Source: an optimization exercise on an open RTL-to-GDS flow (aim: small area, a short achievable clock period and few clock cycles per item). Production flows keep margins and buffers that such runs may drop.
At most, simulation tests tie the RTL to the original design; equivalence was not proved.
For run 6, only the layout was checked, not whether the RTL still works.

==> flow/design.v (outline; a module is shown in full before it is edited, if it fits) <==
// module tns_enc_s0: 326 lines
// module tns_enc_s1: 356 lines
// module tns_enc_s2: 204 lines
// module tns_link_top: 134 lines
module tns_link_top (
    input  logic        clock,
    input  logic        rst_n,
    input  logic        in_valid,
    input  logic [23:0] in_data,
    input  logic        out_credit,
    output logic        in_credit,
    output logic        out_valid,
    output logic [27:0] out_code,
    output logic [23:0] out_data
);
  // ...
==> flow/flow/run.sh <==
#!/bin/bash
# The standard layout, with port buffers of a plain buffer cell.
set -euo pipefail
export BUFFER_PORTS_ARGS="-buffer_cell sky130_fd_sc_hd__buf_1"
bash standard.sh finish > standard_flow.log 2>&1
==> flow/standard.sh <==
#!/bin/bash
# synth_recipe.tcl (not shown) runs the flow's synth.tcl, then flattens the netlist and writes it again
# the make line also repeats each setting of config.mk as NAME=value (left out here)
make -C /OpenROAD-flow-scripts/flow DESIGN_CONFIG=/design/flow/config.mk WORK_HOME=/design/flow/orfs CLKGATE_MAP_FILE= SYNTH_SCRIPT=/design/flow/synth_recipe.tcl "${@:-finish}"
==> flow/config.mk <==
export PLATFORM = sky130hd
export DESIGN_NAME = tns_link_top
export DESIGN_NICKNAME = tns_link_top
export VERILOG_FILES = /design/flow/design.v
export SDC_FILE = /design/flow/constraint.sdc
export NUM_CORES = 4
export LEC_CHECK = 0
export ABC_AREA = 1
export CAP_MARGIN = 20
export CORE_MARGIN = 2
export CORE_UTILIZATION = 60
export CTS_BUF_LIST = sky130_fd_sc_hd__clkbuf_8 sky130_fd_sc_hd__clkbuf_16
export CTS_CLUSTER_DIAMETER = 100
export CTS_CLUSTER_SIZE = 25
export SLEW_MARGIN = 20
==> flow/constraint.sdc <==
create_clock -name core_clock -period 45.0 [get_ports {clock}]
set_input_delay 9.0000 -clock core_clock [delete_from_list [all_inputs] [get_ports {clock}]]
set_output_delay 9.0000 -clock core_clock [all_outputs]
set_load 0.01 [all_outputs]
==> results.ini, run 1 <==
[cts]
htree_levels=4
cts.path.max_buffers=2

[synth]
syn_nets=1780
netlist_instances=1728
synth_seq_cells=191
synth_edf_count=120
synth_simple_gate_area_frac=0.3633

[route]
vias_per_cell=5.361
drt-pass1-iter-count=5
num_vias=11240
wl_per_cell_microns=13.62
drtIter0Drc=722

[global_routing]
grt_max_degree=51
grt_pass1_wl_mm=47.21

[sta]
timing.final.crit_share=0.2222
rsz0062_at_grt=false
slew_headroom=0.4319
whs_ns=0.3459
finalMaxSlewViolations=0
setup_violations=0
period_needed_ns=9.998

[finish]
largest_class=multi-input gates
final_cells=2097
final_layout_size_suffix_gt1_frac=0.08452
inv_count=234
finalNetCount=1861
flops_and_latches=191

[status]
status=timing/DRC/antenna clean

[setup_path]
max_stage_delay_ns=0.40
cp.depth=1
required_ns=36.00
crit_path_end_kind=output port

[floorplanning]
die_y_microns=150.3
fp-row-count=53
pin_count=82

[min_path]
hold_end=d3[5]

[flow_run]
maxCapViolCount=0

[placed_design]
placed_cells=2065
io_buffers=81
dp_slack_ns=35.24

Testbench counts, summed over its fixed seeds: cycles 5,547, words 4,800.
==> run 2, diff against run 1 <==
--- a/flow/flow/run.sh
+++ b/flow/flow/run.sh
@@ -3,2 +3,3 @@
 set -euo pipefail
+export SETUP_SLACK_MARGIN=35.0
 export BUFFER_PORTS_ARGS="-buffer_cell sky130_fd_sc_hd__buf_1"
--- a/flow/config.mk
+++ b/flow/config.mk
@@ -10,3 +10,3 @@
 export CORE_MARGIN = 2
-export CORE_UTILIZATION = 60
+export CORE_UTILIZATION = 40
 export CTS_BUF_LIST = sky130_fd_sc_hd__clkbuf_8 sky130_fd_sc_hd__clkbuf_16
==> results.ini, run 2 <==
[status]
status=timing/DRC/antenna clean

[sta]
skew_ns=0.02288
timing.final.crit_share=0.2223  ; about the same
fmax_ghz=0.09997
rsz0062_at_grt=true
setup_violations=0  ; unchanged
finalMaxSlewViolations=0  ; unchanged
slew_headroom=0.3990  ; -0.03297
period_needed_ns=10.00  ; +0.004900 ns
worst_slew_pin_slew_ns=0.8951
finalHoldViolations=0
setup-tns-final_ns=0

[route]
drtIter0Drc=695  ; -3.7%
num_vias=11430  ; +1.6%
vias_per_cell=5.074  ; -5.4%
drt-pass1-iter-count=5  ; unchanged
routed_wl_mm=29.74
drcViolationCount=0
postRouteAntennaNets=0
wl_per_cell_microns=13.20  ; -3.0%

[floorplanning]
fp-row-count=65  ; +23%
core-area_sq_um=31560
die-area_sq_um=33560
start_util=0.4071
pin_count=82  ; unchanged
die_x_microns=183.2
die_y_microns=183.2  ; +22%

[finish]
antennaDiodeCount=0
top_register=cq3
final_common_cell=nand2_1
layout_common_cells=589 x nand2_1, 206 x inv_1, 153 x nand3_1
finalNetCount=1889  ; +1.5%
areaGrowthSynthToFinish_pct=13.29
final_layout_size_suffix_gt1_frac=0.1086  ; +0.02413
largest_register_ffs=25
final_cells=2252  ; +7.4%

[cts]
clk_pin_slew_ns=0.08
cts_tree=built
insertion_delay_ns=0.47
cts-root-buf=clkbuf_16
htree_levels=4  ; unchanged
numCtsBuffers=17
clock_sinks=191
cts.path.max_buffers=2  ; unchanged

[setup_path]
cp_slowest_cell=dfrtp_1
max_stage_delay_ns=0.40  ; about the same
path_class=flip-flop to output port
critical_path.max_fanout=2
r2r_cells=70
cp_top_family=flip-flops
cp.depth=1  ; unchanged
critPathArrivalTime_ns=1.00
r2r_start=a_d[1]
ff2ff_setup_slack_ns=36.01
start_kind=flip-flop
cp_num_buf_inv=1
crit_chain=buf_2
crit_path_end_kind=output port
required_ns=36.00  ; about the same
r2r-end=r1[14]

[placed_design]
dp_hpwl_mm=22.57
gp_congestion=0.8701
placed_cells=2191  ; +6.1%
io_buffers=81  ; unchanged

[min_path]
hold_start=d2[6]
worstHoldPathType=flip-flop to flip-flop
hold_end=d3[6]
hold_path_depth=0

[global_routing]
gr-total-overflow=0
grt_pass1_vias=10570
grt_use_total=0.1790
grt_pass1_wl_mm=49.44  ; +4.7%
grt_max_degree=55  ; +7.8%
antenna_found_initial=0

[synth]
netlist_instances=1728  ; unchanged
synth_edf_count=120  ; unchanged
synth_most_common_cell=nand2_1
synth-main-ff-cell=edfxtp_1
synthTopCellsByArea=edfxtp_1 28%, nand2_1 17%, dfxtp_1 7.6%, inv_1 6.1%, nand3_1 6.0%
synth_area_leader_cell=edfxtp_1
yosysUniqueCellTypes=61
synth_seq_cells=191  ; unchanged
ys_seq_area_frac=0.4000
syn_nets=1780  ; unchanged
synth_common_cells=594 x nand2_1, 210 x inv_1, 154 x nand3_1
syn_area_sq_um=12850
async_reset_ff_frac=0.1152
avgSynthCellArea_sq_um=7.434
yosysTopAreaCellShare=0.2805
synth_warnings=1

[flow_run]
maxCapViolCount=0  ; unchanged

==> run 2: cell counts after synthesis <==
No cell type changed its count.
==> run 2: timing repair <==
item / 4_1_cts / 5_1_grt
hold buffers: 0 / 0
setup buffers: 4 / 25
endpoints found under the setup margin: 4 / 38
pin swaps: 0 / 6
gates resized for setup: 4 / 36
hold endpoints to repair: 0 / 0
==> run 2: metrics by stage <==
| stage | area [sq um] | utilization | worst slack, ns | hold slack (ns) |
|---|---|---|---|---|
| final | 14550 | 0.4612 | 35.00 | 0.3455 |
| after global routing | 14550 | 0.4612 | 34.96 | 0.3492 |
| after CTS | 14150 | 0.4486 | 34.98 | 0.3457 |
| after detailed placement | 13510 | 0.4282 | 35.20 | 0.3269 |
| after global placement | 13510 | 0.4282 | 35.18 | 0.3242 |
| after floorplan | 12850 | - | 35.34 | 0.3233 |
==> run 2: how the worst max path moves through the flow <==
stage                     startpoint   endpoint  slack, ns
after CTS                         ic  in_credit      34.98
after detailed placement  out_credit   xcred[2]      35.20
after floorplan           out_credit   xcred[2]      35.34
final                             ic  in_credit      35.00
after global routing              ic  in_credit      34.96
after global placement    out_credit   xcred[2]      35.18
==> run 2: kinds of logic after synthesis <==
logic type | count (synthesis) | synth area share
and+or+nand+nor | 1039 | 0.3633
DFF | 191 | 0.4000
AOI/OAI and AO/OA | 109 | 0.05191
buffers and inverters | 255 | 0.08172
adders and majority gates | 24 | 0.02338
xor gates and xnor gates | 110 | 0.07967
==> run 2: final cells by class <==
type	count	area, sq um
tap	402	503.0
inverter	234	912.1
sequential	191	5139
fill	3145	17000
multi-input combinational	1282	6829
timing repair buffer	111	561.8
clock buffer	17	425.4
clock inverter	15	182.7
==> run 2: per-layer routing <==
layer | part of all wire | up-vias | global-route usage
met2 | 0.48 | 248 | 0.3121
met1 | 0.47 | 5293 | 0.2334
met5 | 0 | - | 0
li1 | - | 5863 | -
met3 | 0.034 | 22 | 0.02899
met4 | 0.0091 | 0 | 0.04000
==> run 3, diff against run 2 <==
--- a/flow/flow/run.sh
+++ b/flow/flow/run.sh
@@ -3,3 +3,2 @@
 set -euo pipefail
-export SETUP_SLACK_MARGIN=35.0
 export BUFFER_PORTS_ARGS="-buffer_cell sky130_fd_sc_hd__buf_1"
==> results.ini, run 3 <==
[status]
status=timing/DRC/antenna clean

[setup_path]
max_stage_delay_ns=0.40  ; about the same
required_ns=36.00  ; about the same
r2r_cells=67  ; -4.3%
cp_num_buf_inv=1  ; unchanged
path_class=flip-flop to output port
endpoint=in_credit
r2r-end=r1[1]
ff2ff_setup_slack_ns=35.15  ; -0.86 ns
cp_top_family=flip-flops
cp.depth=1  ; unchanged
cp_slowest_cell=dfrtp_1
start_kind=flip-flop
critical_path.max_fanout=3  ; +1
crit_path_end_kind=output port
crit_chain=buf_1
critPathArrivalTime_ns=1.03  ; +0.03 ns
r2r_start=a_d[1]
critPathLaunch=ic

[route]
postRouteAntennaNets=0  ; unchanged
num_vias=11300  ; -1.1%
vias_per_cell=5.081  ; +0.14%
wl_per_cell_microns=13.16  ; -0.32%
routed_wl_mm=29.26  ; -1.6%
drt-pass1-iter-count=5  ; unchanged
drcViolationCount=0  ; unchanged
drtIter0Drc=738  ; +6.2%

[cts]
clk_pin_slew_ns=0.08  ; about the same
cts.path.max_buffers=2  ; unchanged
insertion_delay_ns=0.47  ; about the same
cts_tree=built
hold_buffers=0  ; unchanged
clock_sinks=191  ; unchanged
cts_resized=0  ; -4
numCtsBuffers=17  ; unchanged
htree_levels=4  ; unchanged
cts-root-buf=clkbuf_16
post_cts_buffers=0  ; -4

[sta]
setup_violations=0  ; unchanged
setup-tns-final_ns=0  ; unchanged
finalMaxSlewViolations=0  ; unchanged
slew_headroom=0.4289  ; +0.02994
timing.final.crit_share=0.2228  ; +0.0005022
fmax_ghz=0.09974  ; -0.23%
finalHoldViolations=0  ; unchanged
period_needed_ns=10.03  ; +0.02260 ns
skew_ns=0.02421  ; +0.001333 ns
rsz0062_at_grt=false
worst_slew_pin_slew_ns=0.8556  ; -0.03948 ns

[floorplanning]
start_util=0.4071  ; unchanged
die_y_microns=183.2  ; unchanged
fp-row-count=65  ; unchanged
die_x_microns=183.2  ; unchanged
core-area_sq_um=31560  ; unchanged
die-area_sq_um=33560  ; unchanged
pin_count=82  ; unchanged

[synth]
avgSynthCellArea_sq_um=7.434  ; unchanged
synth_mux_area_frac=0  ; unchanged
syn_nets=1780  ; unchanged
synth_most_common_cell=nand2_1
ys_seq_area_frac=0.4000  ; unchanged
synthAdderAreaFrac=0.02338  ; unchanged
synth_warnings=1  ; unchanged
synth_xor_area_frac=0.07967  ; unchanged
synth_common_cells=594 x nand2_1, 210 x inv_1, 154 x nand3_1
synth_top_family_by_area=simple AND/OR/NAND/NOR gates
yosysTopAreaCellShare=0.2805  ; unchanged
synth_area_leader_cell=edfxtp_1
async_reset_ff_frac=0.1152  ; unchanged
syn_area_sq_um=12850  ; unchanged
netlist_instances=1728  ; unchanged
synth_seq_cells=191  ; unchanged
synth-compound-area-share=0.05191  ; unchanged
synth_edf_count=120  ; unchanged
synthTopCellsByArea=edfxtp_1 28%, nand2_1 17%, dfxtp_1 7.6%, inv_1 6.1%, nand3_1 6.0%
synth_simple_gate_area_frac=0.3633  ; unchanged
synth-main-ff-cell=edfxtp_1
yosysUniqueCellTypes=61  ; unchanged

[global_routing]
grt_use_total=0.1789  ; about the same
met2_usage=0.3124  ; about the same
grt_pass1_vias=10540  ; -0.25%
use_met1=0.2333  ; about the same
grtUsageMet3=0.02899  ; unchanged
gr-total-overflow=0  ; unchanged
antenna_found_initial=0  ; unchanged
grt_max_degree=55  ; unchanged
grt_pass1_wl_mm=49.42  ; about the same
grt_busiest_layer=met2

[finish]
final_common_cell=nand2_1
layout_common_cells=593 x nand2_1, 208 x inv_1, 154 x nand3_1
final_cells=2223  ; -1.3%
antennaDiodeCount=0  ; unchanged
largest_register_ffs=25  ; unchanged
final_layout_size_suffix_gt1_frac=0.08457  ; -0.02408
areaGrowthSynthToFinish_pct=9.944
top_register=cq3
finalNetCount=1860  ; -1.5%

[min_path]
hold_start=d2[6]
worstHoldPathType=flip-flop to flip-flop

[placed_design]
placed_cells=2191  ; unchanged
dp_hpwl_mm=22.57  ; unchanged
gp_congestion=0.8701  ; unchanged
io_buffers=81  ; unchanged

[flow_run]
maxCapViolCount=0  ; unchanged

run 3: cell counts after synthesis:
No cell type changed its count.
run 3: cell families (layout without fill, tap and decap cells):
| group | Yosys count | count (layout) |
|---|---|---|
| buf+inv | 255 | 348 |
| flops | 191 | 191 |
| fa+ha+maj | 24 | 24 |
| compound gates | 109 | 109 |
| simple gates | 1039 | 1039 |
| xor+xnor | 110 | 110 |
run 3: layout make-up:
cell class,instances,area [sq um]
Clock buffer,17,425.4
Clock inverter,15,182.7
Fill cell,3190,17430
Inverter,234,900.9
Multi-Input combinational cell,1282,6660
Sequential cell,191,5139
Tap cell,402,503.0
Timing Repair Buffer,82,312.8
run 3: how the worst min path moves through the flow:
stage               to  slack (ns)  cells past startpoint
3_3_place_gp     d3[8]        0.32                      0
2_1_floorplan  cq3[13]        0.32                      0
6_report         d3[6]        0.35                      0
4_1_cts          d3[6]        0.35                      0
5_1_grt          d3[8]        0.35                      0
3_5_place_dp    d3[10]        0.33                      0
run 3: layer usage:
layer / wire (microns) / vias to the layer above
met5: 0 / -
met4: 257 / 0
met3: 1117 / 22
met2: 14080 / 273
met1: 13800 / 5206
li1: - / 5794
run 3: per-stage QoR:
stage,hold WS (ns),instance area (sq um),setup slack (ns),utilization
after floorplan,0.3233,12850,35.34,-
after global placement,0.3242,13510,35.18,0.4282
after detailed placement,0.3269,13510,35.20,0.4282
after CTS,0.3457,14120,34.95,0.4475
after global routing,0.3492,14120,33.87,0.4476
final,0.3454,14120,34.97,0.4476
run 3: worst reg2reg max path: cells and delay by family (launching register included):
family | cells | cell delay [ns]
simple gates | 49 | 6.43
fa+ha+maj | 2 | 0.73
xor+xnor | 3 | 0.62
flops | 1 | 0.39
compound gates | 5 | 0.73
buf+inv | 8 | 0.68
==> run 4, diff against run 3 <==
--- a/flow/config.mk
+++ b/flow/config.mk
@@ -12,4 +12,4 @@
 export CTS_BUF_LIST = sky130_fd_sc_hd__clkbuf_8 sky130_fd_sc_hd__clkbuf_16
-export CTS_CLUSTER_DIAMETER = 100
-export CTS_CLUSTER_SIZE = 25
+export CTS_CLUSTER_DIAMETER = 80
+export CTS_CLUSTER_SIZE = 35
 export SLEW_MARGIN = 20
==> results.ini, run 4 <==
[status]
status=timing/DRC/antenna clean

[sta]
setup_ws_ns=34.97  ; unchanged
setup_violations=0  ; unchanged
setup-tns-final_ns=0  ; unchanged
finalHoldViolations=0  ; unchanged
timing.final.crit_share=0.2228  ; unchanged
worst_slew_pin_slew_ns=0.8556  ; unchanged
finalMaxSlewViolations=0  ; unchanged
rsz0062_at_grt=false
period_needed_ns=10.03  ; unchanged
fmax_ghz=0.09974  ; unchanged
slew_headroom=0.4289  ; unchanged
skew_ns=0.02421  ; unchanged

[synth]
async_reset_ff_frac=0.1152  ; unchanged
synth_area_leader_cell=edfxtp_1
synth_edf_count=120  ; unchanged
syn_area_sq_um=12850  ; unchanged
netlist_instances=1728  ; unchanged
synth_warnings=1  ; unchanged
synth_common_cells=594 x nand2_1, 210 x inv_1, 154 x nand3_1
synth_seq_cells=191  ; unchanged
ys_seq_area_frac=0.4000  ; unchanged
avgSynthCellArea_sq_um=7.434  ; unchanged
synth-main-ff-cell=edfxtp_1
yosysTopAreaCellShare=0.2805  ; unchanged
synthTopCellsByArea=edfxtp_1 28%, nand2_1 17%, dfxtp_1 7.6%, inv_1 6.1%, nand3_1 6.0%
yosysUniqueCellTypes=61  ; unchanged
synth_most_common_cell=nand2_1
syn_nets=1780  ; unchanged

[floorplanning]
pin_count=82  ; unchanged
die_y_microns=183.2  ; unchanged
core-area_sq_um=31560  ; unchanged
die-area_sq_um=33560  ; unchanged
start_util=0.4071  ; unchanged
fp-row-count=65  ; unchanged
die_x_microns=183.2  ; unchanged

[placed_design]
io_buffers=81  ; unchanged
placed_area_sq_um=13510  ; unchanged
gp_congestion=0.8701  ; unchanged
dp_hpwl_mm=22.57  ; unchanged
dp_slack_ns=35.20  ; unchanged

[setup_path]
critPathArrivalTime_ns=1.03  ; about the same
critical_path.max_fanout=3  ; unchanged
cp_top_family=flip-flops
cp_slowest_cell=dfrtp_1
required_ns=36.00  ; about the same
crit_chain=buf_1
start_kind=flip-flop
cp_num_buf_inv=1  ; unchanged
max_stage_delay_ns=0.40  ; about the same
crit_path_end_kind=output port
path_class=flip-flop to output port

[cts]
cts.path.max_buffers=2  ; unchanged
numCtsBuffers=17  ; unchanged
post_cts_buffers=0  ; unchanged
clock_sinks=191  ; unchanged
cts-root-buf=clkbuf_16
cts_tree=built
cts_resized=0  ; unchanged
clk_pin_slew_ns=0.08  ; about the same
htree_levels=4  ; unchanged
insertion_delay_ns=0.47  ; about the same
hold_buffers=0  ; unchanged

[finish]
final_common_cell=nand2_1
layout_common_cells=593 x nand2_1, 208 x inv_1, 154 x nand3_1
largest_register_ffs=25  ; unchanged
areaGrowthSynthToFinish_pct=9.944  ; unchanged
n_fill_cell=3190  ; unchanged
design_area_sq_um=14120  ; unchanged
final_layout_size_suffix_gt1_frac=0.08457  ; unchanged
finalNetCount=1860  ; unchanged
top_register=cq3
antennaDiodeCount=0  ; unchanged

[route]
routed_wl_mm=29.26  ; unchanged
num_vias=11300  ; unchanged
vias_per_cell=5.081  ; unchanged
drt-pass1-iter-count=5  ; unchanged
drcViolationCount=0  ; unchanged
drtIter0Drc=738  ; unchanged
wl_per_cell_microns=13.16  ; unchanged
postRouteAntennaNets=0  ; unchanged

[global_routing]
gr-total-overflow=0  ; unchanged
grt_pass1_vias=10540  ; unchanged
grt_use_total=0.1789  ; unchanged
antenna_found_initial=0  ; unchanged
grt_pass1_wl_mm=49.42  ; unchanged
grt_max_degree=55  ; unchanged

[flow_run]
maxCapViolCount=0  ; unchanged

[min_path]
worstHoldPathType=flip-flop to flip-flop

-- run 4: cell counts after synthesis --
No cell type changed its count.
-- run 4: layout make-up --
class	count	area, sq um	share of cell area
Clock inverter	15	182.7	0.01293
Sequential cell	191	5139	0.3638
Tap cell	402	503.0	0.03561
Timing Repair Buffer	82	312.8	0.02215
Clock buffer	17	425.4	0.03012
Inverter	234	900.9	0.06378
Multi-Input combinational cell	1282	6660	0.4716
-- run 4: cell families (layout without fill, tap and decap cells) --
group | Yosys count | after routing | synth area share
AO/OA/AOI/OAI | 109 | 109 | 0.05191
XOR/XNOR | 110 | 110 | 0.07967
adder cells (fa/ha/maj) | 24 | 24 | 0.02338
buffers and inverters | 255 | 348 | 0.08172
flip-flops | 191 | 191 | 0.4000
AND/OR/NAND/NOR | 1039 | 1039 | 0.3633
-- run 4: path summary, 6_finish.rpt --
kind,slack [ns],endpoint,depth (start not counted),start
min in group asynchronous,8.55,ocred[0],1,rst_n
hold reg to reg,0.35,d3[6],0,d2[6]
setup / recovery,34.97,in_credit,1,ic
hold / removal,0.35,d3[6],0,d2[6]
setup reg to reg,35.15,r1[1],67,a_d[1]
max in group asynchronous,36.01,hq2[1],1,rst_n
-- run 4: metrics by stage --
stage                     hold WS, ns  std cells    util
after global placement         0.3242       2191  0.4282
final                          0.3454       2223  0.4476
after floorplan                0.3233       1728       -
after detailed placement       0.3269       2191  0.4282
after global routing           0.3492       2223  0.4476
after CTS                      0.3457       2223  0.4475
-- run 4: per-layer routing --
layer	vias to the layer above	track usage	wire, microns
met5	-	0	0
met4	0	0.03904	257
met3	22	0.02899	1117
met2	273	0.3124	14080
met1	5206	0.2333	13800
li1	5794	-	-
==> run 5, diff against run 4 <==
--- a/flow/config.mk
+++ b/flow/config.mk
@@ -11,5 +11,5 @@
 export CORE_UTILIZATION = 40
-export CTS_BUF_LIST = sky130_fd_sc_hd__clkbuf_8 sky130_fd_sc_hd__clkbuf_16
-export CTS_CLUSTER_DIAMETER = 80
-export CTS_CLUSTER_SIZE = 35
+export CTS_BUF_LIST = sky130_fd_sc_hd__clkbuf_4 sky130_fd_sc_hd__clkbuf_8 sky130_fd_sc_hd__clkbuf_16
+export CTS_CLUSTER_DIAMETER = 60
+export CTS_CLUSTER_SIZE = 20
 export SLEW_MARGIN = 20
==> results.ini, run 5 <==
[status]
status=timing/DRC/antenna clean

[setup_path]
crit_path_end_kind=output port
path_class=flip-flop to output port
max_stage_delay_ns=0.40  ; about the same
crit_chain=buf_1
cp_top_family=flip-flops
start_kind=flip-flop
cp_num_buf_inv=1  ; unchanged
critPathArrivalTime_ns=1.03  ; about the same
cp_slowest_cell=dfrtp_1
critical_path.max_fanout=3  ; unchanged
required_ns=36.00  ; about the same

[synth]
synth_common_cells=594 x nand2_1, 210 x inv_1, 154 x nand3_1
netlist_instances=1728  ; unchanged
synth_area_leader_cell=edfxtp_1
avgSynthCellArea_sq_um=7.434  ; unchanged
async_reset_ff_frac=0.1152  ; unchanged
syn_nets=1780  ; unchanged
synth_most_common_cell=nand2_1
synth_seq_cells=191  ; unchanged
synthTopCellsByArea=edfxtp_1 28%, nand2_1 17%, dfxtp_1 7.6%, inv_1 6.1%, nand3_1 6.0%
ys_seq_area_frac=0.4000  ; unchanged
synth-main-ff-cell=edfxtp_1
synth_warnings=1  ; unchanged
yosysUniqueCellTypes=61  ; unchanged
syn_area_sq_um=12850  ; unchanged
synth_edf_count=120  ; unchanged
yosysTopAreaCellShare=0.2805  ; unchanged

[sta]
setup-tns-final_ns=0  ; unchanged
timing.final.crit_share=0.2228  ; unchanged
rsz0062_at_grt=false
fmax_ghz=0.09974  ; unchanged
finalHoldViolations=0  ; unchanged
worst_slew_pin_slew_ns=0.8556  ; unchanged
skew_ns=0.02421  ; unchanged
slew_headroom=0.4289  ; unchanged
finalMaxSlewViolations=0  ; unchanged
setup_violations=0  ; unchanged
period_needed_ns=10.03  ; unchanged

[route]
routed_wl_mm=29.26  ; unchanged
drt-pass1-iter-count=5  ; unchanged
drtIter0Drc=738  ; unchanged
postRouteAntennaNets=0  ; unchanged
num_vias=11300  ; unchanged
drcViolationCount=0  ; unchanged
wl_per_cell_microns=13.16  ; unchanged
vias_per_cell=5.081  ; unchanged

[finish]
final_common_cell=nand2_1
top_register=cq3
finalNetCount=1860  ; unchanged
final_layout_size_suffix_gt1_frac=0.08457  ; unchanged
largest_register_ffs=25  ; unchanged
areaGrowthSynthToFinish_pct=9.944  ; unchanged
multiInputGateArea_sq_um=6660  ; unchanged
n_fill_cell=3190  ; unchanged
antennaDiodeCount=0  ; unchanged
design_area_sq_um=14120  ; unchanged
regArea_sq_um=5139  ; unchanged
layout_common_cells=593 x nand2_1, 208 x inv_1, 154 x nand3_1

[global_routing]
grt_pass1_wl_mm=49.42  ; unchanged
antenna_found_initial=0  ; unchanged
use_met1=0.2333  ; unchanged
grt_pass1_vias=10540  ; unchanged
met2_usage=0.3124  ; unchanged
grt_busiest_layer=met2
gr-total-overflow=0  ; unchanged
grt_max_degree=55  ; unchanged
grtUsageMet3=0.02899  ; unchanged
grt_use_total=0.1789  ; unchanged

[floorplanning]
die_y_microns=183.2  ; unchanged
die_x_microns=183.2  ; unchanged
core-area_sq_um=31560  ; unchanged
pin_count=82  ; unchanged
fp-row-count=65  ; unchanged
start_util=0.4071  ; unchanged
die-area_sq_um=33560  ; unchanged

[cts]
cts_resized=0  ; unchanged
insertion_delay_ns=0.47  ; about the same
post_cts_buffers=0  ; unchanged
cts_tree=built
numCtsBuffers=17  ; unchanged
cts.path.max_buffers=2  ; unchanged
htree_levels=4  ; unchanged
cts-root-buf=clkbuf_16
clock_sinks=191  ; unchanged
hold_buffers=0  ; unchanged
clk_pin_slew_ns=0.08  ; about the same

[min_path]
worstHoldPathType=flip-flop to flip-flop

[placed_design]
io_buffers=81  ; unchanged
placed_area_sq_um=13510  ; unchanged
gp_congestion=0.8701  ; unchanged
dp_hpwl_mm=22.57  ; unchanged

[flow_run]
maxCapViolCount=0  ; unchanged

-- run 5: cell counts in the layout (fill, tap and decap cells not counted) --
Identical to the previous run, type by type.
-- run 5: cell type report --
cell class	instances	area share
Multi-Input combinational cell	1282	0.4716
Sequential cell	191	0.3638
Inverter	234	0.06378
Tap cell	402	0.03561
Clock buffer	17	0.03012
Timing Repair Buffer	82	0.02215
Clock inverter	15	0.01293
-- run 5: path summary, 6_finish.rpt --
kind / from / to / slack, ns / cells after the start
max reg2reg: a_d[1] / r1[1] / 35.15 / 67
min: d2[6] / d3[6] / 0.35 / 0
min reg2reg: d2[6] / d3[6] / 0.35 / 0
min in group asynchronous: rst_n / ocred[0] / 8.55 / 1
max in group asynchronous: rst_n / hq2[1] / 36.01 / 1
max: ic / in_credit / 34.97 / 1
-- run 5: cells by family after synthesis --
group                    share of synthesized area
AO/OA/AOI/OAI                              0.05191
XOR/XNOR                                   0.07967
adder cells (fa/ha/maj)                    0.02338
buffers and inverters                      0.08172
flip-flops                                  0.4000
AND/OR/NAND/NOR                             0.3633
-- run 5: through the flow --
stage	cells	setup WS [ns]	hold WS, ns	util
after floorplan	1728	35.34	0.3233	-
after global placement	2191	35.18	0.3242	0.4282
after detailed placement	2191	35.20	0.3269	0.4282
after CTS	2223	34.95	0.3457	0.4475
after global routing	2223	33.87	0.3492	0.4476
final	2223	34.97	0.3454	0.4476
-- run 5: per-layer routing --
metal / share of wire / vias to the layer above
met4: 0.0088 / 0
met2: 0.48 / 273
met5: 0 / -
li1: - / 5794
met3: 0.038 / 22
met1: 0.47 / 5206
==> module tns_enc_s2, before the edit <==
module tns_enc_s2 (
    input  logic [11:0] rem_i,
    input  logic [8:0] hist,
    output logic [12:0] code_o
);
    wire w12_1 = ~rem_i[0];
    wire w12_2 = ~rem_i[1] & w12_1;
    wire w12_3 = ~rem_i[2] & w12_2;
    wire w12_4 = ~rem_i[3] | w12_3;
    wire w12_5 = ~rem_i[4] & w12_4;
    wire w12_6 = ~rem_i[5] | w12_5;
    wire w12_7 = ~rem_i[6] & w12_6;
    wire w12_8 = ~rem_i[7] | w12_7;
    wire w12_9 = ~rem_i[8] & w12_8;
    wire w12_10 = ~rem_i[9] | w12_9;
    wire w12_11 = ~rem_i[10] | w12_10;
    wire w12_12 = ~rem_i[11] & w12_11;
    assign code_o[12] = ~w12_12;
    wire [10:0] r12;
    assign r12[0] = rem_i[0] ^ code_o[12];
    assign r12[1] = rem_i[1] ^ (code_o[12] & w12_1);
    assign r12[2] = rem_i[2] ^ (code_o[12] & w12_2);
    assign r12[3] = rem_i[3] ^ (code_o[12] & ~w12_3);
    assign r12[4] = rem_i[4] ^ (code_o[12] & w12_4);
    assign r12[5] = rem_i[5] ^ (code_o[12] & ~w12_5);
    assign r12[6] = rem_i[6] ^ (code_o[12] & w12_6);
    assign r12[7] = rem_i[7] ^ (code_o[12] & ~w12_7);
    assign r12[8] = rem_i[8] ^ (code_o[12] & w12_8);
    assign r12[9] = rem_i[9] ^ (code_o[12] & ~w12_9);
    assign r12[10] = rem_i[10] ^ (code_o[12] & ~w12_10);
    wire g3o1_4 = ~r12[3];
    wire g3o1_5 = ~r12[4] | g3o1_4;
    wire g3o1_6 = ~r12[5] | g3o1_5;
    wire g3o1_7 = ~r12[6] | g3o1_6;
    wire g3o1_8 = ~r12[7] | g3o1_7;
    wire g3o1_9 = ~r12[8] | g3o1_8;
    wire g3o1_10 = ~r12[9] & g3o1_9;
    wire g3o1_11 = ~r12[10] & g3o1_10;
    wire g3o2_1 = ~r12[0];
    wire g3o2_2 = ~r12[1] | g3o2_1;
    wire g3o2_3 = ~r12[2] | g3o2_2;
    wire g3o2_4 = ~r12[3] | g3o2_3;
    wire g3o2_5 = ~r12[4] | g3o2_4;
    wire g3o2_6 = ~r12[5] & g3o2_5;
    wire g3o2_7 = ~r12[6] & g3o2_6;
    wire g3o2_8 = ~r12[7] | g3o2_7;
    wire g3o2_9 = ~r12[8] | g3o2_8;
    wire g3o2_10 = ~r12[9] | g3o2_9;
    wire g3o2_11 = ~r12[10] & g3o2_10;
    wire g3o3_1 = ~r12[0];
    wire g3o3_2 = ~r12[1] | g3o3_1;
    wire g3o3_3 = ~r12[2] | g3o3_2;
    wire g3o3_4 = ~r12[3] & g3o3_3;
    wire g3o3_5 = ~r12[4] | g3o3_4;
    wire g3o3_6 = ~r12[5] & g3o3_5;
    wire g3o3_7 = ~r12[6] & g3o3_6;
    wire g3o3_8 = ~r12[7] | g3o3_7;
    wire g3o3_9 = ~r12[8] | g3o3_8;
    wire g3o3_10 = ~r12[9] & g3o3_9;
    wire g3o3_11 = ~r12[10] | g3o3_10;
    wire g3l_5 = ~r12[4];
    wire g3l_6 = ~r12[5] & g3l_5;
    wire g3l_7 = ~r12[6] | g3l_6;
    wire g3l_8 = ~r12[7] & g3l_7;
    wire g3l_9 = ~r12[8] & g3l_8;
    wire g3l_10 = ~r12[9] & g3l_9;
    wire g3l_11 = ~r12[10] | g3l_10;
    assign code_o[11] = ~g3o2_11 & (hist[3] | ~g3l_11);
    assign code_o[10] = code_o[11] ? ~g3o3_11 : ~g3o1_11;
    wire s3_1 = ~code_o[11] & code_o[10];
    wire s3_2 = code_o[11] & ~code_o[10];
    wire s3_3 = code_o[11] & code_o[10];
    wire [9:0] r10;
    assign r10[0] = r12[0] ^ (s3_2 | s3_3);
    assign r10[1] = r12[1] ^ ((s3_2 & ~g3o2_1) | (s3_3 & ~g3o3_1));
    assign r10[2] = r12[2] ^ ((s3_2 & ~g3o2_2) | (s3_3 & ~g3o3_2));
    assign r10[3] = r12[3] ^ (s3_1 | (s3_2 & ~g3o2_3) | (s3_3 & g3o3_3));
    assign r10[4] = r12[4] ^ ((s3_1 & ~g3o1_4) | (s3_2 & ~g3o2_4) | (s3_3 & ~g3o3_4));
    assign r10[5] = r12[5] ^ ((s3_1 & ~g3o1_5) | (s3_2 & g3o2_5) | (s3_3 & g3o3_5));
    assign r10[6] = r12[6] ^ ((s3_1 & ~g3o1_6) | (s3_2 & g3o2_6) | (s3_3 & g3o3_6));
    assign r10[7] = r12[7] ^ ((s3_1 & ~g3o1_7) | (s3_2 & ~g3o2_7) | (s3_3 & ~g3o3_7));
    assign r10[8] = r12[8] ^ ((s3_1 & ~g3o1_8) | (s3_2 & ~g3o2_8) | (s3_3 & ~g3o3_8));
    assign r10[9] = r12[9] ^ ((s3_1 & g3o1_9) | (s3_2 & ~g3o2_9) | (s3_3 & g3o3_9));
    wire w9_2 = ~r10[1];
    wire w9_3 = ~r10[2] & w9_2;
    wire w9_4 = ~r10[3] & w9_3;
    wire w9_5 = ~r10[4] | w9_4;
    wire w9_6 = ~r10[5] & w9_5;
    wire w9_7 = ~r10[6] & w9_6;
    wire w9_8 = ~r10[7] & w9_7;
    wire w9_9 = ~r10[8] | w9_8;
    wire w9_10 = ~r10[9] & w9_9;
    assign code_o[9] = ~w9_10;
    wire [8:0] r9;
    assign r9[0] = r10[0];
    assign r9[1] = r10[1] ^ code_o[9];
    assign r9[2] = r10[2] ^ (code_o[9] & w9_2);
    assign r9[3] = r10[3] ^ (code_o[9] & w9_3);
    assign r9[4] = r10[4] ^ (code_o[9] & ~w9_4);
    assign r9[5] = r10[5] ^ (code_o[9] & w9_5);
    assign r9[6] = r10[6] ^ (code_o[9] & w9_6);
    assign r9[7] = r10[7] ^ (code_o[9] & w9_7);
    assign r9[8] = r10[8] ^ (code_o[9] & ~w9_8);
    wire g2o1_1 = ~r9[0];
    wire g2o1_2 = ~r9[1] & g2o1_1;
    wire g2o1_3 = ~r9[2] & g2o1_2;
    wire g2o1_4 = ~r9[3] & g2o1_3;
    wire g2o1_5 = ~r9[4] | g2o1_4;
    wire g2o1_6 = ~r9[5] & g2o1_5;
    wire g2o1_7 = ~r9[6] | g2o1_6;
    wire g2o1_8 = ~r9[7] & g2o1_7;
    wire g2o1_9 = ~r9[8] & g2o1_8;
    wire g2o2_1 = ~r9[0];
    wire g2o2_2 = ~r9[1] & g2o2_1;
    wire g2o2_3 = ~r9[2] | g2o2_2;
    wire g2o2_4 = ~r9[3] & g2o2_3;
    wire g2o2_5 = ~r9[4] | g2o2_4;
    wire g2o2_6 = ~r9[5] & g2o2_5;
    wire g2o2_7 = ~r9[6] & g2o2_6;
    wire g2o2_8 = ~r9[7] | g2o2_7;
    wire g2o2_9 = ~r9[8] & g2o2_8;
    wire g2o3_2 = ~r9[1];
    wire g2o3_3 = ~r9[2] | g2o3_2;
    wire g2o3_4 = ~r9[3] & g2o3_3;
    wire g2o3_5 = ~r9[4] & g2o3_4;
    wire g2o3_6 = ~r9[5] | g2o3_5;
    wire g2o3_7 = ~r9[6] | g2o3_6;
    wire g2o3_8 = ~r9[7] | g2o3_7;
    wire g2o3_9 = ~r9[8] & g2o3_8;
    wire g2l_1 = ~r9[0];
    wire g2l_2 = ~r9[1] & g2l_1;
    wire g2l_3 = ~r9[2] & g2l_2;
    wire g2l_4 = ~r9[3] & g2l_3;
    wire g2l_5 = ~r9[4] | g2l_4;
    wire g2l_6 = ~r9[5] | g2l_5;
    wire g2l_7 = ~r9[6] & g2l_6;
    wire g2l_8 = ~r9[7] | g2l_7;
    wire g2l_9 = ~r9[8] & g2l_8;
    assign code_o[8] = ~g2o2_9 & (hist[2] | ~g2l_9);
    assign code_o[7] = code_o[8] ? ~g2o3_9 : ~g2o1_9;
    wire s2_1 = ~code_o[8] & code_o[7];
    wire s2_2 = code_o[8] & ~code_o[7];
    wire s2_3 = code_o[8] & code_o[7];
    wire [6:0] r7;
    assign r7[0] = r9[0] ^ (s2_1 | s2_2);
    assign r7[1] = r9[1] ^ ((s2_1 & g2o1_1) | (s2_2 & g2o2_1) | s2_3);
    assign r7[2] = r9[2] ^ ((s2_1 & g2o1_2) | (s2_2 & ~g2o2_2) | (s2_3 & ~g2o3_2));
    assign r7[3] = r9[3] ^ ((s2_1 & g2o1_3) | (s2_2 & g2o2_3) | (s2_3 & g2o3_3));
    assign r7[4] = r9[4] ^ ((s2_1 & ~g2o1_4) | (s2_2 & ~g2o2_4) | (s2_3 & g2o3_4));
    assign r7[5] = r9[5] ^ ((s2_1 & g2o1_5) | (s2_2 & g2o2_5) | (s2_3 & ~g2o3_5));
    assign r7[6] = r9[6] ^ ((s2_1 & ~g2o1_6) | (s2_2 & g2o2_6) | (s2_3 & ~g2o3_6));
    wire w6_3 = ~r7[2];
    wire w6_4 = ~r7[3] | w6_3;
    wire w6_5 = ~r7[4] & w6_4;
    wire w6_6 = ~r7[5] | w6_5;
    wire w6_7 = ~r7[6] & w6_6;
    assign code_o[6] = ~w6_7;
    wire [5:0] r6;
    assign r6[0] = r7[0];
    assign r6[1] = r7[1];
    assign r6[2] = r7[2] ^ code_o[6];
    assign r6[3] = r7[3] ^ (code_o[6] & ~w6_3);
    assign r6[4] = r7[4] ^ (code_o[6] & w6_4);
    assign r6[5] = r7[5] ^ (code_o[6] & ~w6_5);
    wire g1o1_1 = ~r6[0];
    wire g1o1_2 = ~r6[1] & g1o1_1;
    wire g1o1_3 = ~r6[2] | g1o1_2;
    wire g1o1_4 = ~r6[3] | g1o1_3;
    wire g1o1_5 = ~r6[4] & g1o1_4;
    wire g1o1_6 = ~r6[5] & g1o1_5;
    wire g1o2_4 = ~r6[3];
    wire g1o2_5 = ~r6[4] | g1o2_4;
    wire g1o2_6 = ~r6[5] & g1o2_5;
    wire g1o3_1 = ~r6[0];
    wire g1o3_2 = ~r6[1] & g1o3_1;
    wire g1o3_3 = ~r6[2] | g1o3_2;
    wire g1o3_4 = ~r6[3] & g1o3_3;
    wire g1o3_5 = ~r6[4] & g1o3_4;
    wire g1o3_6 = ~r6[5] | g1o3_5;
    wire g1l_3 = ~r6[2];
    wire g1l_4 = ~r6[3] | g1l_3;
    wire g1l_5 = ~r6[4] | g1l_4;
    wire g1l_6 = ~r6[5] & g1l_5;
    assign code_o[5] = ~g1o2_6 & (hist[1] | ~g1l_6);
    assign code_o[4] = code_o[5] ? ~g1o3_6 : ~g1o1_6;
    wire s1_1 = ~code_o[5] & code_o[4];
    wire s1_2 = code_o[5] & ~code_o[4];
    wire s1_3 = code_o[5] & code_o[4];
    wire [3:0] r4;
    assign r4[0] = r6[0] ^ (s1_1 | s1_3);
    assign r4[1] = r6[1] ^ ((s1_1 & g1o1_1) | (s1_3 & g1o3_1));
    assign r4[2] = r6[2] ^ ((s1_1 & ~g1o1_2) | (s1_3 & ~g1o3_2));
    assign r4[3] = r6[3] ^ ((s1_1 & ~g1o1_3) | s1_2 | (s1_3 & g1o3_3));
    wire w3_1 = ~r4[0];
    wire w3_2 = ~r4[1] | w3_1;
    wire w3_3 = ~r4[2] | w3_2;
    wire w3_4 = ~r4[3] & w3_3;
    assign code_o[3] = ~w3_4;
    wire [2:0] r3;
    assign r3[0] = r4[0] ^ code_o[3];
    assign r3[1] = r4[1] ^ (code_o[3] & ~w3_1);
    assign r3[2] = r4[2] ^ (code_o[3] & ~w3_2);
    assign code_o[2:0] = r3[2:0];
endmodule
==> run 6, diff against run 5 <==
--- a/flow/design.v
+++ b/flow/design.v
@@ -881,31 +881,27 @@
     assign r6[5] = r7[5] ^ (code_o[6] & ~w6_5);
-    wire g1o1_1 = ~r6[0];
-    wire g1o1_2 = ~r6[1] & g1o1_1;
-    wire g1o1_3 = ~r6[2] | g1o1_2;
-    wire g1o1_4 = ~r6[3] | g1o1_3;
-    wire g1o1_5 = ~r6[4] & g1o1_4;
-    wire g1o1_6 = ~r6[5] & g1o1_5;
-    wire g1o2_4 = ~r6[3];
-    wire g1o2_5 = ~r6[4] | g1o2_4;
-    wire g1o2_6 = ~r6[5] & g1o2_5;
-    wire g1o3_1 = ~r6[0];
-    wire g1o3_2 = ~r6[1] & g1o3_1;
-    wire g1o3_3 = ~r6[2] | g1o3_2;
-    wire g1o3_4 = ~r6[3] & g1o3_3;
-    wire g1o3_5 = ~r6[4] & g1o3_4;
-    wire g1o3_6 = ~r6[5] | g1o3_5;
-    wire g1l_3 = ~r6[2];
-    wire g1l_4 = ~r6[3] | g1l_3;
-    wire g1l_5 = ~r6[4] | g1l_4;
-    wire g1l_6 = ~r6[5] & g1l_5;
-    assign code_o[5] = ~g1o2_6 & (hist[1] | ~g1l_6);
-    assign code_o[4] = code_o[5] ? ~g1o3_6 : ~g1o1_6;
-    wire s1_1 = ~code_o[5] & code_o[4];
-    wire s1_2 = code_o[5] & ~code_o[4];
-    wire s1_3 = code_o[5] & code_o[4];
+    wire w5_4 = ~r6[3];
+    wire w5_5 = ~r6[4] | w5_4;
+    wire w5_6 = ~r6[5] & w5_5;
+    wire w5l_3 = ~r6[2];
+    wire w5l_4 = ~r6[3] | w5l_3;
+    wire w5l_5 = ~r6[4] | w5l_4;
+    wire w5l_6 = ~r6[5] & w5l_5;
+    assign code_o[5] = ~w5_6 & (hist[1] | ~w5l_6);
+    wire [4:0] r5;
+    assign r5[0] = r6[0];
+    assign r5[1] = r6[1];
+    assign r5[2] = r6[2];
+    assign r5[3] = r6[3] ^ code_o[5];
+    assign r5[4] = r6[4] ^ (code_o[5] & ~w5_4);
+    wire w4_1 = ~r5[0];
+    wire w4_2 = ~r5[1] & w4_1;
+    wire w4_3 = ~r5[2] | w4_2;
+    wire w4_4 = ~r5[3] | w4_3;
+    wire w4_5 = ~r5[4] & w4_4;
+    assign code_o[4] = ~w4_5;
     wire [3:0] r4;
-    assign r4[0] = r6[0] ^ (s1_1 | s1_3);
-    assign r4[1] = r6[1] ^ ((s1_1 & g1o1_1) | (s1_3 & g1o3_1));
-    assign r4[2] = r6[2] ^ ((s1_1 & ~g1o1_2) | (s1_3 & ~g1o3_2));
-    assign r4[3] = r6[3] ^ ((s1_1 & ~g1o1_3) | s1_2 | (s1_3 & g1o3_3));
+    assign r4[0] = r5[0] ^ code_o[4];
+    assign r4[1] = r5[1] ^ (code_o[4] & w4_1);
+    assign r4[2] = r5[2] ^ (code_o[4] & ~w4_2);
+    assign r4[3] = r5[3] ^ (code_o[4] & ~w4_3);
     wire w3_1 = ~r4[0];
--- a/flow/config.mk
+++ b/flow/config.mk
@@ -11,5 +11,5 @@
 export CORE_UTILIZATION = 40
-export CTS_BUF_LIST = sky130_fd_sc_hd__clkbuf_4 sky130_fd_sc_hd__clkbuf_8 sky130_fd_sc_hd__clkbuf_16
-export CTS_CLUSTER_DIAMETER = 60
-export CTS_CLUSTER_SIZE = 20
+export CTS_BUF_LIST = sky130_fd_sc_hd__clkbuf_8 sky130_fd_sc_hd__clkbuf_16
+export CTS_CLUSTER_DIAMETER = 100
+export CTS_CLUSTER_SIZE = 25
 export SLEW_MARGIN = 20
==> results.ini, run 6 <==
[status]
status=timing/DRC/antenna clean

[global_routing]
antenna_found_initial=0  ; unchanged
grt_pass1_wl_mm=50.03  ; +1.2%
grt_use_total=0.1817  ; +0.002784
gr-total-overflow=0  ; unchanged
grt_max_degree=55  ; unchanged
grt_pass1_vias=10580  ; +0.39%

[sta]
slew_headroom=0.3269  ; -0.1020
finalMaxSlewViolations=0  ; unchanged
setup_violations=0  ; unchanged
skew_ns=0.01737  ; -0.006843 ns
timing.final.crit_share=0.2221  ; -0.0006889
worst_slew_pin_slew_ns=1.010  ; +0.1539 ns
finalHoldViolations=0  ; unchanged
setup_ws_ns=35.01  ; +0.03100 ns
fmax_ghz=0.1001  ; +0.31%
rsz0062_at_grt=false
setup-tns-final_ns=0  ; unchanged
period_needed_ns=9.995  ; -0.03100 ns

[synth]
synth_common_cells=606 x nand2_1, 215 x inv_1, 168 x nand3_1
synth_xor_area_frac=0.06733  ; -0.01234
ys_seq_area_frac=0.3967  ; -0.003285
async_reset_ff_frac=0.1152  ; unchanged
yosysTopAreaCellShare=0.2782  ; -0.002303
synth_edf_count=120  ; unchanged
synthAdderAreaFrac=0.02512  ; +0.001740
synth_mux_area_frac=0  ; unchanged
synth_simple_gate_area_frac=0.3789  ; +0.01556
synthTopCellsByArea=edfxtp_1 28%, nand2_1 18%, dfxtp_1 7.6%, nand3_1 6.5%, inv_1 6.2%
synth_warnings=1  ; unchanged
synth_most_common_cell=nand2_1
synth_area_leader_cell=edfxtp_1
netlist_instances=1770  ; +2.4%
syn_nets=1824  ; +2.5%
avgSynthCellArea_sq_um=7.318  ; -1.6%
syn_area_sq_um=12950  ; +0.83%
synth_seq_cells=191  ; unchanged
synth_top_family_by_area=simple AND/OR/NAND/NOR gates
yosysUniqueCellTypes=56  ; -8.2%
synth-compound-area-share=0.04646  ; -0.005449
synth-main-ff-cell=edfxtp_1

[floorplanning]
core-area_sq_um=31720  ; +0.52%
die-area_sq_um=33840  ; +0.81%
die_y_microns=183.9  ; +0.40%
pin_count=82  ; unchanged
die_x_microns=183.9  ; +0.40%
fp-row-count=65  ; unchanged
start_util=0.4084  ; +0.001265

[cts]
htree_levels=4  ; unchanged
cts.path.max_buffers=2  ; unchanged
cts_resized=0  ; unchanged
hold_buffers=0  ; unchanged
post_cts_buffers=0  ; unchanged
clock_sinks=191  ; unchanged
cts_tree=built
cts-root-buf=clkbuf_16
numCtsBuffers=17  ; unchanged
clk_pin_slew_ns=0.07  ; about the same
insertion_delay_ns=0.44  ; -0.03 ns

[route]
wl_per_cell_microns=13.16  ; about the same
vias_per_cell=5.023  ; -1.2%
num_vias=11380  ; +0.72%
drcViolationCount=0  ; unchanged
drtIter0Drc=826  ; +12%
routed_wl_mm=29.81  ; +1.9%
postRouteAntennaNets=0  ; unchanged
drt-pass1-iter-count=8  ; +3

[flow_run]
maxCapViolCount=0  ; unchanged

[setup_path]
cp_slowest_cell=dfrtp_1
max_stage_delay_ns=0.39  ; about the same
cp_num_buf_inv=1  ; unchanged
start_kind=flip-flop
cp_top_family=flip-flops
ff2ff_setup_slack_ns=35.19  ; +0.04 ns
crit_chain=buf_1
crit_path_end_kind=output port
critPathArrivalTime_ns=0.99  ; -0.04 ns
path_class=flip-flop to output port
critical_path.max_fanout=2  ; -1
required_ns=36.00  ; about the same

[finish]
areaGrowthSynthToFinish_pct=9.660
final_core_util=0.4478  ; about the same
layout_common_cells=605 x nand2_1, 214 x inv_1, 168 x nand3_1
antennaDiodeCount=0  ; unchanged
finalNetCount=1904  ; +2.4%
largest_register_ffs=25  ; unchanged
top_register=cq3
final_common_cell=nand2_1
final_layout_size_suffix_gt1_frac=0.08588  ; +0.001314
n_fill_cell=3192  ; +0.063%

[placed_design]
dp_hpwl_mm=23.11  ; +2.4%
gp_congestion=0.8990  ; +3.3%
dp_slack_ns=35.23  ; +0.03510 ns
io_buffers=81  ; unchanged

[min_path]
worstHoldPathType=flip-flop to flip-flop

## run 6: layer usage
metal | GRT usage | vias to the layer above | part of all wire
met5 | 0 | - | 0
met4 | 0.04032 | 0 | 0.014
met3 | 0.02754 | 29 | 0.045
met2 | 0.3174 | 273 | 0.48
met1 | 0.2371 | 5151 | 0.46
li1 | - | 5923 | -
## run 6: worst paths after layout
| kind | from | end | cells past startpoint |
|---|---|---|---|
| min in group asynchronous | rst_n | hq2[1] | 1 |
| worst min register to register | d2[7] | d3[7] | 0 |
| worst max register to register | a_d[1] | r1[1] | 66 |
| worst min-delay path | d2[7] | d3[7] | 0 |
| max in group asynchronous | rst_n | hq3[2] | 1 |
| worst max-delay path | ov | out_valid | 1 |
## run 6: per-stage QoR
stage | hold WS, ns | area (sq um) | cells
6_report | 0.3410 | 14200 | 2265
5_1_grt | 0.3463 | 14200 | 2265
4_1_cts | 0.3430 | 14200 | 2265
3_5_place_dp | 0.3269 | 13620 | 2233
3_3_place_gp | 0.3238 | 13600 | 2232
2_1_floorplan | 0.3233 | 12950 | 1770
## run 6: area by class of cell
cell class	count	area, sq um	area share
sequential	191	5139	0.3618
inverter	249	934.6	0.06580
clock inverter	12	118.9	0.008369
clock buffer	20	466.7	0.03286
multi-input combinational	1308	6709	0.4723
timing repair buffer	83	332.8	0.02343
tap	402	503.0	0.03541
## run 6: logic make-up (layout without fill, tap and decap cells)
group	Yosys count	in the layout
buffers and inverters	271	364
AO/OA/AOI/OAI	102	102
adder cells (fa/ha/maj)	26	26
flip-flops	191	191
AND/OR/NAND/NOR	1083	1083
XOR/XNOR	97	97

static timing again, ports no longer ideal:
The results above use ideal ports. As a check the final layouts listed here were re-extracted and re-timed, cells and wires unchanged. Step 1 assumes that a clkbuf_16 drives the clock port and a buf_2 every other input. Step 2 also shifts input and output timing later by t, the mid clock arrival at the registers, as if the neighbouring blocks saw the same clock. Three values: ideal ports, drivers, drivers and shift; two values: the first two.
run	t, ns	setup slack, ns	clock arrival spread, ns	worst register clock-pin slew, ns
run 1	0.478	35.002 / 34.955 / 35.089	0.020 / 0.019	0.09 / 0.09
run 2	0.502	34.997 / 34.950 / 35.192	0.023 / 0.024	0.09 / 0.09
run 3	0.499	34.974 / 34.928 / 35.150	0.025 / 0.025	0.08 / 0.08
run 4	0.499	34.974 / 34.928 / 35.150	0.025 / 0.025	0.08 / 0.08
run 5	0.499	34.974 / 34.928 / 35.150	0.025 / 0.025	0.08 / 0.08
run 6	0.483	35.005 / 34.958 / 35.185	0.018 / 0.017	0.09 / 0.09
After both steps every run listed still meets setup and hold.
